This is an optimization exercise on Yosys and OpenROAD, whose aim is small area, not a production implementation.
The RTL was checked by simulation tests, not by an equivalence proof against the original design.
Power is estimated from default activity; no workload was simulated. The clock port is modelled as an ideal driver; clocking choices that lean on that would not hold on a real chip.

## job 101
==> flow/design.v <==
package bin_pkg;
  localparam int unsigned LANES = 8;
  localparam int unsigned PIX_W = 12;
endpackage
module bin_line_buf #(
  parameter int unsigned DEPTH = 60,
  parameter int unsigned DW    = 52
) (
  input  logic          clk,
  input  logic          en,
  input  logic          en_n,
  input  logic [DW-1:0] din,
  output logic [DW-1:0] dout
);
  localparam int unsigned N = DEPTH * DW;
  logic [N-1:0] s;
  logic [N-1:0] prev;
  assign prev = {s[N-DW-1:0], din};
  always_ff @(posedge clk) begin
    s <= ~((prev | {N{en_n}}) & (s | {N{en}}));
  end
  assign dout = s[N-1 -: DW];
endmodule
module bin2x2_reduce (
  input  logic         clk,
  input  logic         rst,
  input  logic [95:0]  in_data,
  input  logic         in_valid,
  input  logic         in_sof,
  output logic         in_ready,
  output logic [47:0]  out_data,
  output logic         out_valid,
  output logic         out_eol,
  input  logic         out_ready,
  output logic         sof_err
);
  localparam int unsigned PW = bin_pkg::PIX_W;
  logic       odd_q, odd_d;
  logic [5:0] col_q;
  logic       accept, eff_odd, last, load, load_n;
  logic [5:0] eff_col;
  logic [4*(PW+1)-1:0] x_cur, s_even;
  logic [47:0] y_pix;
  logic [47:0] out_q;
  logic       even_q, out_idle_q;
  logic       accept_n;
  logic       tgl_q;
  assign in_ready = !odd_q || !out_valid || out_ready;
  assign accept   = in_valid && in_ready;
  assign accept_n = !in_valid || (!even_q && !out_idle_q && !out_ready);
  assign eff_odd  = odd_q && !in_sof;
  assign load     = accept && eff_odd;
  assign load_n   = !in_valid || even_q || in_sof || (!out_idle_q && !out_ready);
  assign eff_col  = in_sof ? 6'd0 : col_q;
  assign last     = (eff_col == 6'd59);
  assign odd_d    = last ? !eff_odd : eff_odd;
  always_comb begin
    for (int j = 0; j < 4; j++) begin
      logic [PW-1:0] a, b;
      logic [PW:0]   h, s, hc;
      logic [PW+1:0] yc, y;
      a = in_data[2*j*PW +: PW];
      b = in_data[(2*j+1)*PW +: PW];
      s = s_even[j*(PW+1) +: PW+1];
      hc[0] = 1'b0;
      for (int i = 0; i < PW; i++) begin
        h[i]    = a[i] ^ b[i] ^ hc[i];
        hc[i+1] = (a[i] & b[i]) | (hc[i] & (a[i] ^ b[i]));
      end
      h[PW] = hc[PW];
      x_cur[j*(PW+1) +: PW+1] = h ^ {(PW+1){tgl_q}};
      yc[0] = tgl_q;
      for (int i = 0; i < PW + 1; i++) begin
        logic xi;
        xi      = x_cur[j*(PW+1) + i];
        y[i]    = s[i] ^ xi ^ yc[i];
        yc[i+1] = (s[i] & xi) | (yc[i] & (s[i] ^ xi));
      end
      y[PW+1] = yc[PW+1];
      y_pix[j*PW +: PW] = y[PW+1:2];
    end
  end
  bin_line_buf #(
    .DEPTH (60),
    .DW    (4 * (PW + 1))
  ) u_line_buf (
    .clk  (clk),
    .en   (accept),
    .en_n (accept_n),
    .din  (x_cur),
    .dout (s_even)
  );
  always_ff @(posedge clk) begin
    if (rst) begin
      tgl_q <= 1'b0;
    end else begin
      tgl_q <= !tgl_q;
    end
  end
  always_ff @(posedge clk) begin
    if (rst) begin
      odd_q      <= 1'b0;
      even_q     <= 1'b1;
      col_q      <= '0;
      out_valid  <= 1'b0;
      out_idle_q <= 1'b1;
      out_eol    <= 1'b0;
      sof_err    <= 1'b0;
    end else begin
      if (accept) begin
        odd_q  <= odd_d;
        even_q <= !odd_d;
        col_q  <= last ? 6'd0 : eff_col + 6'd1;
        if (in_sof && (odd_q || col_q != '0)) begin
          sof_err <= 1'b1;
        end
      end
      if (load) begin
        out_valid  <= 1'b1;
        out_idle_q <= 1'b0;
        out_eol    <= last;
      end else if (out_ready) begin
        out_valid  <= 1'b0;
        out_idle_q <= 1'b1;
        out_eol    <= 1'b0;
      end
    end
  end
  always_ff @(posedge clk) begin
    out_q <= ~((y_pix | {48{load_n}}) & (out_q | {48{load}}));
  end
  assign out_data = out_q ^ {48{tgl_q}};
endmodule
clock: 7.0 ns
lec_check: 0
abc_area: 1
cap_margin: 0
core_margin: 2
core_utilization: 60
cts_cluster_diameter: 100
cts_cluster_size: 30
slew_margin: 0
standard.sh (not shown) runs the stock make flow with config.mk's settings and CLKGATE_MAP_FILE= SYNTH_SCRIPT=/design/flow/synth_recipe.tcl, a recipe that flattens the netlist after the stock synthesis.
==> flow/flow/run.sh <==
#!/bin/bash
# The standard layout, with two changes:
# - synthesis skips the ABC pass inside Yosys's synth command (SYNTH_ARGS=-noabc), so the
#   full adders are extracted from the RTL's plain gates instead of an ABC-restructured
#   netlist (fewer inverters around them); the final ABC mapping still runs;
# - the input and output ports are buffered with the smallest buffer cell.
set -euo pipefail
bash standard.sh SYNTH_ARGS=-noabc "BUFFER_PORTS_ARGS=-buffer_cell sky130_fd_sc_hd__buf_1" finish > layout_make.log 2>&1
Input changes introduced in job 102 (baseline for comparison: job 101):
diff --git a/flow/design.v b/flow/design.v
--- a/flow/design.v
+++ b/flow/design.v
@@ -49,13 +49,13 @@
   assign accept   = in_valid && in_ready;
   assign accept_n = !in_valid || (!even_q && !out_idle_q && !out_ready);
   assign eff_odd  = odd_q && !in_sof;
   assign load     = accept && eff_odd;
   assign load_n   = !in_valid || even_q || in_sof || (!out_idle_q && !out_ready);
   assign eff_col  = in_sof ? 6'd0 : col_q;
-  assign last     = (eff_col == 6'd59);
+  assign last     = (eff_col == 6'b010100);
   assign odd_d    = last ? !eff_odd : eff_odd;
   always_comb begin
     for (int j = 0; j < 4; j++) begin
       logic [PW-1:0] a, b;
       logic [PW:0]   h, s, hc;
       logic [PW+1:0] yc, y;
@@ -107,13 +107,13 @@
       out_eol    <= 1'b0;
       sof_err    <= 1'b0;
     end else begin
       if (accept) begin
         odd_q  <= odd_d;
         even_q <= !odd_d;
-        col_q  <= last ? 6'd0 : eff_col + 6'd1;
+        col_q  <= last ? 6'd0 : {eff_col[4:0], !(eff_col[5] ^ eff_col[4])};
         if (in_sof && (odd_q || col_q != '0)) begin
           sof_err <= 1'b1;
         end
       end
       if (load) begin
         out_valid  <= 1'b1;
On global-route usage over all layers, job 102 and job 101 are neck and neck. Min internal power summed over all cells across job 102 and job 101: job 101. Launching instance or port of the critical path = in_data[0]: job 101; launching instance or port of the critical path = in_data[48]: job 102. Post-synthesis instance area: job 102 better than job 101. Changes observed in job 102 relative to job 101: final hold slack decreased 0.0032 ns, final instance area essentially unchanged.

-- what the ideal ports hide --
No port has a modelled driver above. Below, the same layouts with a new extraction and two added sets of constraints.
Step 1 (the two cells are an assumption about what drives the block):
set clk [get_ports {clk}]
set_driving_cell -lib_cell sky130_fd_sc_hd__clkbuf_16 $clk
set_driving_cell -lib_cell sky130_fd_sc_hd__buf_2 [delete_from_list [all_inputs] $clk]
Step 2 moves the port delays by t, midway between the first and last clock arrival at a register: inputs arrive t later, outputs are due t later. That takes back most of the time a late clock gives input paths.
Slacks: ideal ports / drivers / drivers and shift; pairs: ideal ports / drivers.
run | t (ns) | slack for setup (ns) | worst hold slack (ns) | worst register clock-pin slew, ns
job 101 | 0.830 | 0.337 / 0.387 / -0.443 | 0.443 / 0.443 / 0.443 | 0.11 / 0.11
job 102 | 0.826 | 0.287 / 0.340 / -0.486 | 0.440 / 0.440 / 0.440 | 0.12 / 0.12
With both steps, setup timing fails in job 101 and job 102, where it was met with ideal ports. For job 101, which loses most, drivers alone change the setup slack by +0.050 ns; drivers and shift together by -0.780 ns.
